What follows belongs to an exercise in optimizing a design on an open flow for small area, a short achievable clock period and few clock cycles per item; a production flow would make more cautious choices. At most, simulation tests tie the RTL to the original design; equivalence was not proved.

Design pe_requant, start of the top module:
module pe_requant #(
    parameter int ACC_W  = 32,
    parameter int MULT_W = 16,
    parameter int CNT_W  = 16
) (
    input  logic              clk,
    input  logic              rst_n,
    input  logic              in_valid,
    output logic              in_ready,
    input  logic [ACC_W-1:0]  in_acc,
    input  logic [ACC_W-1:0]  in_bias,
    input  logic              in_last,
    output logic              out_valid,
    input  logic              out_ready,
    output logic [7:0]        out_data,
    output logic              out_last,
    input  logic              cfg_we,
    input  logic [MULT_W-1:0] cfg_mult,
    input  logic [4:0]        cfg_shift,
    input  logic [7:0]        cfg_zp,
    output logic              busy,
    output logic [CNT_W-1:0]  out_count
);
    localparam int SUM_W = ACC_W + 1;    
    localparam int W     = 50;           
    localparam int NDIG  = 9;            
    logic [NDIG-1:0] bone;
    logic [NDIG-2:0] btwo, bneg;
    logic [4:0]      cfg_shift_q;
    logic [7:0]      cfg_zp_q;
    logic        s1_vld, s2_vld;
    logic        s1_last, s2_last;
    logic        room_q;                  
    logic        any_q;                   
    logic        in_fire, pop, cfg_apply;
    assign in_ready  = room_q || out_ready;
    assign in_fire   = in_valid && in_ready;
    assign busy      = any_q || in_valid;
    assign cfg_apply = cfg_we && !busy;
    logic [SUM_W-1:0] s1_sum;
    always_ff @(posedge clk) begin
        s1_sum  <= {in_acc[ACC_W-1], in_acc} + {in_bias[ACC_W-1], in_bias};
        s1_last <= in_last;
    end
    logic [SUM_W:0] pp0, pp1, pp2, pp3, pp4, pp5, pp6, pp7, pp8;
    logic [SUM_W+1:0] se;
    assign se = {s1_sum[SUM_W-1], s1_sum, 1'b0};
    function automatic [SUM_W:0] brow(input [SUM_W+1:0] s, input one, input two, input ng);
        brow = (({(SUM_W+1){one}} & s[SUM_W+1:1]) | ({(SUM_W+1){two}} & s[SUM_W:0]))
             ^ {(SUM_W+1){ng}};
    endfunction
    assign pp0 = brow(se, bone[0], btwo[0], bneg[0]);
    assign pp1 = brow(se, bone[1], btwo[1], bneg[1]);
    assign pp2 = brow(se, bone[2], btwo[2], bneg[2]);
    assign pp3 = brow(se, bone[3], btwo[3], bneg[3]);
    assign pp4 = brow(se, bone[4], btwo[4], bneg[4]);
  ...
==> flow/config.mk <==
export PLATFORM = sky130hd
export DESIGN_NAME = pe_requant
export DESIGN_NICKNAME = pe_requant
export VERILOG_FILES = /design/flow/design.v
export SDC_FILE = /design/flow/constraint.sdc
export NUM_CORES = 4
export LEC_CHECK = 0
export ABC_CLOCK_PERIOD_IN_PS = 4400
export CAP_MARGIN = 20
export CORE_MARGIN = 2
export CORE_UTILIZATION = 55
export SETUP_SLACK_MARGIN = 5.0
export SLEW_MARGIN = 20
==> flow/constraint.sdc <==
create_clock -name core_clock -period 9.0 [get_ports {clk}]
set_input_delay 1.8000 -clock core_clock [delete_from_list [all_inputs] [get_ports {clk}]]
set_output_delay 1.8000 -clock core_clock [all_outputs]
set_load 0.01 [all_outputs]
run.sh (not shown) runs the stock make flow with config.mk's settings and CLKGATE_MAP_FILE= SYNTH_SCRIPT=/design/flow/synth_recipe.tcl, a recipe that flattens the netlist after the stock synthesis.
Edit:
==> flow/flow/run.sh (new file) <==
#!/bin/bash
# Standard layout, with plain buffers (not delay buffers) on the ports.
export BUFFER_PORTS_ARGS="-buffer_cell sky130_fd_sc_hd__buf_1"
bash standard.sh > standard.log 2>&1
==> flow/standard.sh (new file) <==
#!/bin/bash
# synth_recipe.tcl (not shown) runs the flow's synth.tcl, then flattens the netlist and writes it again
# the make line also repeats each setting of config.mk as NAME=value (left out here)
make -C /OpenROAD-flow-scripts/flow DESIGN_CONFIG=/design/flow/config.mk WORK_HOME=/design/flow/orfs CLKGATE_MAP_FILE= SYNTH_SCRIPT=/design/flow/synth_recipe.tcl "${@:-finish}"
removed: flow/run.sh
After rerunning:
- via count increases by 0.57%
- register-to-register slack degrades by 0.11 ns
- clock-buffer cell count falls by 1
- design area is lower by 3.3%
- fmax barely changes
No run of this note included a check of the RTL's function; only the layout flow was run.

========
lane 1:
Another version of the RTL of pe_requant (not shown whole).
Size: ~2700 cells after synthesis, about 130 I/O pins.
Design pe_requant, start of the top module:
module pe_requant #(
    parameter int ACC_W  = 32,
    parameter int MULT_W = 16,
    parameter int CNT_W  = 16
) (
    input  logic              clk,
    input  logic              rst_n,
    input  logic              in_valid,
    output logic              in_ready,
    input  logic [ACC_W-1:0]  in_acc,
    input  logic [ACC_W-1:0]  in_bias,
    input  logic              in_last,
    output logic              out_valid,
    input  logic              out_ready,
    output logic [7:0]        out_data,
    output logic              out_last,
    input  logic              cfg_we,
    input  logic [MULT_W-1:0] cfg_mult,
    input  logic [4:0]        cfg_shift,
    input  logic [7:0]        cfg_zp,
    output logic              busy,
    output logic [CNT_W-1:0]  out_count
);
    localparam int SUM_W = ACC_W + 1;    
    localparam int W     = 50;           
    localparam int NDIG  = 9;            
    logic [NDIG-1:0] bone;
    logic [NDIG-2:0] btwo, bneg;
    logic [4:0]      cfg_shift_q;
    logic [7:0]      cfg_zp_q;
    logic        s1_vld, s2_vld;
    logic        s1_last, s2_last;
    logic        room_q;                  
    logic        any_q;                   
  ...
clock: 9.0 ns
lec_check: 0
abc_area: 1
abc_clock_period_in_ps: 4400
cap_margin: 20
core_margin: 2
core_utilization: 55
cts_buf_list: sky130_fd_sc_hd__clkbuf_4 sky130_fd_sc_hd__clkbuf_8
cts_cluster_size: 30
setup_slack_margin: 5.0
slew_margin: 20
synth_hierarchical: 1
synth_minimum_keep_size: 0
standard.sh (not shown) runs the stock make flow with config.mk's settings and CLKGATE_MAP_FILE= SYNTH_SCRIPT=/design/flow/synth_recipe.tcl, a recipe that flattens the netlist after the stock synthesis.
==> flow/flow/run.sh <==
#!/bin/bash
# Standard layout, with plain buffers (not delay buffers) on the ports and a
# clock tree without dummy loads.
export BUFFER_PORTS_ARGS="-buffer_cell sky130_fd_sc_hd__buf_1"
export CTS_ARGS="-sink_clustering_enable -repair_clock_nets -dont_use_dummy_load -sink_clustering_size 30 -buf_list {sky130_fd_sc_hd__clkbuf_4 sky130_fd_sc_hd__clkbuf_8}"
bash standard.sh > standard.log 2>&1
Testbench counts of lane 1, summed over its fixed seeds: cycles 11,204, items 10,948.
Input changes introduced in lane 2 (baseline for comparison: lane 1):
Settings: clearing ABC_AREA, which used to be 1.
==> flow/flow/run.sh <==
#!/bin/bash
# Standard layout, with plain buffers (not delay buffers) on the ports.
export BUFFER_PORTS_ARGS="-buffer_cell sky130_fd_sc_hd__buf_1"
bash standard.sh > standard.log 2>&1
Findings:
- In the flow results for lane 1 and lane 2, the clock buffer instance count of the final layout is larger on lane 2.
- Per the comparison of lane 2 with lane 1, routed wire length down about 2%; xor/xnor cell area share of the yosys netlist increased by 0.73 points relative to the old numbers.
- Multi-input combinational cell area (lane 2 vs. lane 1) increases by a few percent
- Going from lane 1 to lane 2, the sequential share of layout area was found to have gone up by 0.56 points.
- Final period utilization in lane 2 is 0.19 points above lane 1.
The following lists how lane 3 was set up differently from lane 2:
==> flow/flow/run.sh <==
#!/bin/bash
# Standard layout, with plain buffers (not delay buffers) on the ports and a
# clock tree without dummy loads.
export BUFFER_PORTS_ARGS="-buffer_cell sky130_fd_sc_hd__buf_1"
export CTS_ARGS="-sink_clustering_enable -repair_clock_nets -dont_use_dummy_load -sink_clustering_size 20 -sink_clustering_max_diameter 100 -buf_list {sky130_fd_sc_hd__clkbuf_8 sky130_fd_sc_hd__clkbuf_16}"
bash standard.sh > standard.log 2>&1
[summary]
As far as post-place setup slack goes, lane 3 and lane 2 are indistinguishable; the numbers are identical.
Count of clock-buffer cells in the layout in lane 3 vs lane 2: down 55
Number of fill cells was lower in the run labelled lane 2.
Between lane 2 and lane 3, the part of the cycle the worst path needs does not differ in any meaningful way.
Any difference in routed wire length between lane 3 and lane 2 is small enough to ignore.
Summary of lane 3 over lane 2: sequential share of cell area has increased; maximum frequency neither gained nor lost much.

========
## north
pe_requant, a different RTL version from the one above (not shown whole).
Size in the first run: ~3,000 cells after synthesis, ~240 flip-flops, about 26,000 um^2 of cells after synthesis.
==> flow/config.mk <==
export PLATFORM = sky130hd
export DESIGN_NAME = pe_requant
export DESIGN_NICKNAME = pe_requant
export VERILOG_FILES = /design/flow/design.v
export SDC_FILE = /design/flow/constraint.sdc
export NUM_CORES = 4
export LEC_CHECK = 0
export ABC_CLOCK_PERIOD_IN_PS = 4400
export CAP_MARGIN = 20
export CORE_MARGIN = 2
export CORE_UTILIZATION = 55
export CTS_BUF_LIST = sky130_fd_sc_hd__clkbuf_4 sky130_fd_sc_hd__clkbuf_8
export CTS_CLUSTER_SIZE = 30
export SETUP_SLACK_MARGIN = 5.0
export SLEW_MARGIN = 20
==> flow/constraint.sdc <==
create_clock -name core_clock -period 9.0 [get_ports {clk}]
set_input_delay 1.8000 -clock core_clock [delete_from_list [all_inputs] [get_ports {clk}]]
set_output_delay 1.8000 -clock core_clock [all_outputs]
set_load 0.01 [all_outputs]
==> flow/flow/run.sh <==
#!/bin/bash
# Standard layout, with plain buffers (not delay buffers) on the ports.
export BUFFER_PORTS_ARGS="-buffer_cell sky130_fd_sc_hd__buf_1"
bash standard.sh > standard.log 2>&1
Testbench counts of north, summed over its fixed seeds: cycles 11,204, items 10,948.
Setup changes, north to south
Settings: a deleted CTS_CLUSTER_SIZE that had been 30; a deleted CTS_BUF_LIST that had been sky130_fd_sc_hd__clkbuf_4 sky130_fd_sc_hd__clkbuf_8.
==> flow/run.sh (new file) <==
#!/bin/bash
# synth_recipe.tcl (not shown) runs the flow's synth.tcl, then flattens the netlist and writes it again
# the make line also repeats each setting of config.mk as NAME=value (left out here)
make -C /OpenROAD-flow-scripts/flow DESIGN_CONFIG=/design/flow/config.mk WORK_HOME=/design/flow/orfs CLKGATE_MAP_FILE= SYNTH_SCRIPT=/design/flow/synth_recipe.tcl finish
removed: flow/flow/run.sh
removed: flow/standard.sh
==> comparison <==
south vs. north: smallest setup slack after layout increased 11 ps, maximum clock skew at final layout decreased 20 ps. south ends up with lower count of clock-net buffers in the final layout than north does. Looking at highest metal layer used by the detailed router, the met5 result is from south; the met4 one comes from north. Higher global routing usage on met2 was reported by north, not south.

========
pe_requant, a different RTL version from the one above (not shown whole).
For scale: about 250 flip-flops, roughly 130 I/O pins.
clock: 9.0 ns
lec_check: 0
abc_clock_period_in_ps: 5200
cap_margin: 20
core_margin: 2
core_utilization: 55
cts_buf_list: sky130_fd_sc_hd__clkbuf_4 sky130_fd_sc_hd__clkbuf_8
cts_cluster_size: 30
setup_slack_margin: 5.0
slew_margin: 20
synth_hierarchical: 1
synth_minimum_keep_size: 0
==> flow/flow/run.sh <==
#!/bin/bash
# Standard layout, with plain buffers (not delay buffers) on the ports and a
# clock tree without dummy loads.
export BUFFER_PORTS_ARGS="-buffer_cell sky130_fd_sc_hd__buf_1"
export CTS_ARGS="-sink_clustering_enable -repair_clock_nets -dont_use_dummy_load -sink_clustering_size 30 -buf_list {sky130_fd_sc_hd__clkbuf_4 sky130_fd_sc_hd__clkbuf_8}"
bash standard.sh > standard.log 2>&1
Testbench counts at the start, summed over its fixed seeds: cycles 11,268, items 10,948.
==> next run, changes <==
==> flow/flow/run.sh (replaced) <==
#!/bin/bash
# Standard layout, with plain buffers (not delay buffers) on the ports and a
# clock tree without dummy loads.
export BUFFER_PORTS_ARGS="-buffer_cell sky130_fd_sc_hd__buf_1"
export CTS_ARGS="-sink_clustering_enable -repair_clock_nets -dont_use_dummy_load -sink_clustering_size 20 -sink_clustering_max_diameter 80 -buf_list {sky130_fd_sc_hd__clkbuf_8}"
bash standard.sh > standard.log 2>&1
ABC_CLOCK_PERIOD_IN_PS = 4400   (was 5200)
What happened: Hold slack gains 0.016 ns; design area shrinks by about 1.2%; count of clock-buffer cells in the layout shrinks by 25.
==> next run, changes <==
==> flow/flow/run.sh (replaced) <==
#!/bin/bash
# Standard layout, with plain buffers (not delay buffers) on the ports, a clock
# tree without dummy loads, and timing repair aimed at a larger setup margin.
export BUFFER_PORTS_ARGS="-buffer_cell sky130_fd_sc_hd__buf_1"
export CTS_ARGS="-sink_clustering_enable -repair_clock_nets -dont_use_dummy_load -sink_clustering_size 24 -sink_clustering_max_diameter 90 -buf_list {sky130_fd_sc_hd__clkbuf_8 sky130_fd_sc_hd__clkbuf_16}"
sed 's/SETUP_SLACK_MARGIN=[0-9.]*/SETUP_SLACK_MARGIN=5.2/' standard.sh > standard_margin.sh
bash standard_margin.sh > standard.log 2>&1
The new run finished with timing, DRC and antenna clean.
Synthesized cell count is unchanged.
Sequential share of layout area falls by 0.51 points.
Setup slack improved by 0.048 ns.
Global-route usage falls by 0.29 points.
Clock skew falls by 0.0066 ns.
Area after synthesis stays the same.
Wire length is about the same.
Clock-buffer cell count falls by 3.
==> next run, changes <==
==> flow/flow/run.sh (replaced) <==
#!/bin/bash
# Standard layout, with plain buffers (not delay buffers) on the ports and a
# clock tree without dummy loads.
export BUFFER_PORTS_ARGS="-buffer_cell sky130_fd_sc_hd__buf_1"
export CTS_ARGS="-sink_clustering_enable -repair_clock_nets -dont_use_dummy_load -sink_clustering_size 24 -sink_clustering_max_diameter 90 -buf_list {sky130_fd_sc_hd__clkbuf_8 sky130_fd_sc_hd__clkbuf_16}"
bash standard.sh > standard.log 2>&1
What happened:
- The changed run passed the timing, design-rule and antenna checks
- area after synthesis stays the same
- count of clock-buffer cells in the layout fell by 1
- fmax fell by 1.2%

========
Setup of run A:
Starting RTL as in the previous note.
## pe_requant
module pe_requant #(
    parameter int ACC_W  = 32,
    parameter int MULT_W = 16,
    parameter int CNT_W  = 16
) (
    input  logic              clk,
    input  logic              rst_n,
    input  logic              in_valid,
    output logic              in_ready,
    input  logic [ACC_W-1:0]  in_acc,
    input  logic [ACC_W-1:0]  in_bias,
    input  logic              in_last,
    output logic              out_valid,
    input  logic              out_ready,
    output logic [7:0]        out_data,
    output logic              out_last,
    input  logic              cfg_we,
    input  logic [MULT_W-1:0] cfg_mult,
    input  logic [4:0]        cfg_shift,
    input  logic [7:0]        cfg_zp,
    output logic              busy,
    output logic [CNT_W-1:0]  out_count
);
clock: 9.0 ns
lec_check: 0
abc_clock_period_in_ps: 4400
cap_margin: 20
core_margin: 2
core_utilization: 55
cts_buf_list: sky130_fd_sc_hd__clkbuf_4 sky130_fd_sc_hd__clkbuf_8
cts_cluster_size: 30
setup_slack_margin: 5.0
slew_margin: 20
synth_hierarchical: 1
synth_minimum_keep_size: 0
==> flow/flow/run.sh <==
#!/bin/bash
# Standard layout, with plain buffers (not delay buffers) on the ports and a
# clock tree without dummy loads.
export BUFFER_PORTS_ARGS="-buffer_cell sky130_fd_sc_hd__buf_1"
export CTS_ARGS="-sink_clustering_enable -repair_clock_nets -dont_use_dummy_load -sink_clustering_size 20 -sink_clustering_max_diameter 80 -buf_list {sky130_fd_sc_hd__clkbuf_8 sky130_fd_sc_hd__clkbuf_16}"
bash standard.sh > standard.log 2>&1
Run A has completed all stages; timing, DRC and antenna checks passed.
Testbench counts of run A, summed over its fixed seeds: cycles 11,268, items 10,948.
The following lists how run B was set up differently from run A:
==> flow/flow/run.sh <==
#!/bin/bash
# Standard layout, with plain buffers (not delay buffers) on the ports and a
# clock tree without dummy loads.
export BUFFER_PORTS_ARGS="-buffer_cell sky130_fd_sc_hd__buf_1"
export CTS_ARGS="-sink_clustering_enable -repair_clock_nets -dont_use_dummy_load -sink_clustering_size 16 -sink_clustering_max_diameter 70 -buf_list {sky130_fd_sc_hd__clkbuf_8}"
bash standard.sh > standard.log 2>&1
--- outcome ---
From run A to run B the numbers moved as follows: global-route usage held steady, met1 track utilization from global routing neither gained nor lost much, largest net degree at the start of global routing neither gained nor lost much.
Between run A and run B, the number of standard cells in the layout, taps in and fillers out does not differ in any meaningful way.
Higher minimum period implied by the final worst setup slack goes to run B over run A.
> inputs changed (run B -> run C)
==> flow/flow/run.sh <==
#!/bin/bash
# Standard layout, with plain buffers (not delay buffers) on the ports and a
# clock tree without dummy loads.
export BUFFER_PORTS_ARGS="-buffer_cell sky130_fd_sc_hd__buf_1"
export CTS_ARGS="-sink_clustering_enable -repair_clock_nets -dont_use_dummy_load -sink_clustering_size 30 -buf_list {sky130_fd_sc_hd__clkbuf_4 sky130_fd_sc_hd__clkbuf_8}"
bash standard.sh > standard.log 2>&1
### Flow results
- Summary of run C over run B: multi-input logic cell count saw little to no change, detailed-route wire length on metal 1 saw a decrease, count of clock-net buffers in the final layout saw an increase.
- Number of fillers in the final layout shrinks slightly when moving from run B to run C.

re-timing with driven ports:
The results above use ideal ports. As a check the final layouts listed here were re-extracted and re-timed, cells and wires unchanged.
Step 1 (the two cells are an assumption about what drives the block):
set clk [get_ports {clk}]
set_driving_cell -lib_cell sky130_fd_sc_hd__clkbuf_16 $clk
set_driving_cell -lib_cell sky130_fd_sc_hd__buf_2 [delete_from_list [all_inputs] $clk]
Step 2, shift: input delay + t, output delay - t, t = (earliest + latest rising clock arrival at the registers) / 2. This alone moves slack from input paths to output paths.
Slacks: no drivers / after step 1 / after step 2; pairs: no drivers / after step 1.
| run | t, ns | slack for setup (ns) | worst setup path at the end |
|---|---|---|---|
| the first run of note 1 | 0.651 | 3.974 / 3.993 / 3.342 | input to register |
| the second run of note 1 | 0.641 | 3.964 / 3.982 / 3.341 | input to register |
| lane 1 | 0.641 | 5.029 / 5.009 / 4.753 | input to register |
| lane 2 | 0.680 | 5.012 / 4.982 / 4.497 | input to register |
| lane 3 | 0.570 | 5.013 / 4.986 / 4.469 | input to register |
| north | 0.666 | 5.002 / 4.990 / 4.441 | input to register |
| south | 0.627 | 5.013 / 4.993 / 4.533 | input to register |
| the first run of note 4 | 0.641 | 5.016 / 4.996 / 4.567 | input to register |
| the second run of note 4 | 0.631 | 5.015 / 4.996 / 4.590 | input to register |
| the third run of note 4 | 0.566 | 5.063 / 5.029 / 4.689 | input to register |
| the fourth run of note 4 | 0.562 | 5.017 / 4.997 / 4.650 | input to register |
| run A | 0.578 | 5.015 / 4.996 / 4.602 | input to register |
| run B | 0.639 | 5.006 / 4.984 / 4.592 | input to register |
| run C | 0.641 | 5.016 / 4.996 / 4.567 | input to register |
After both steps every run listed still meets setup and hold. For the first run of note 1, which loses most, drivers alone change the setup slack by +0.019 ns; drivers and shift together by -0.632 ns.
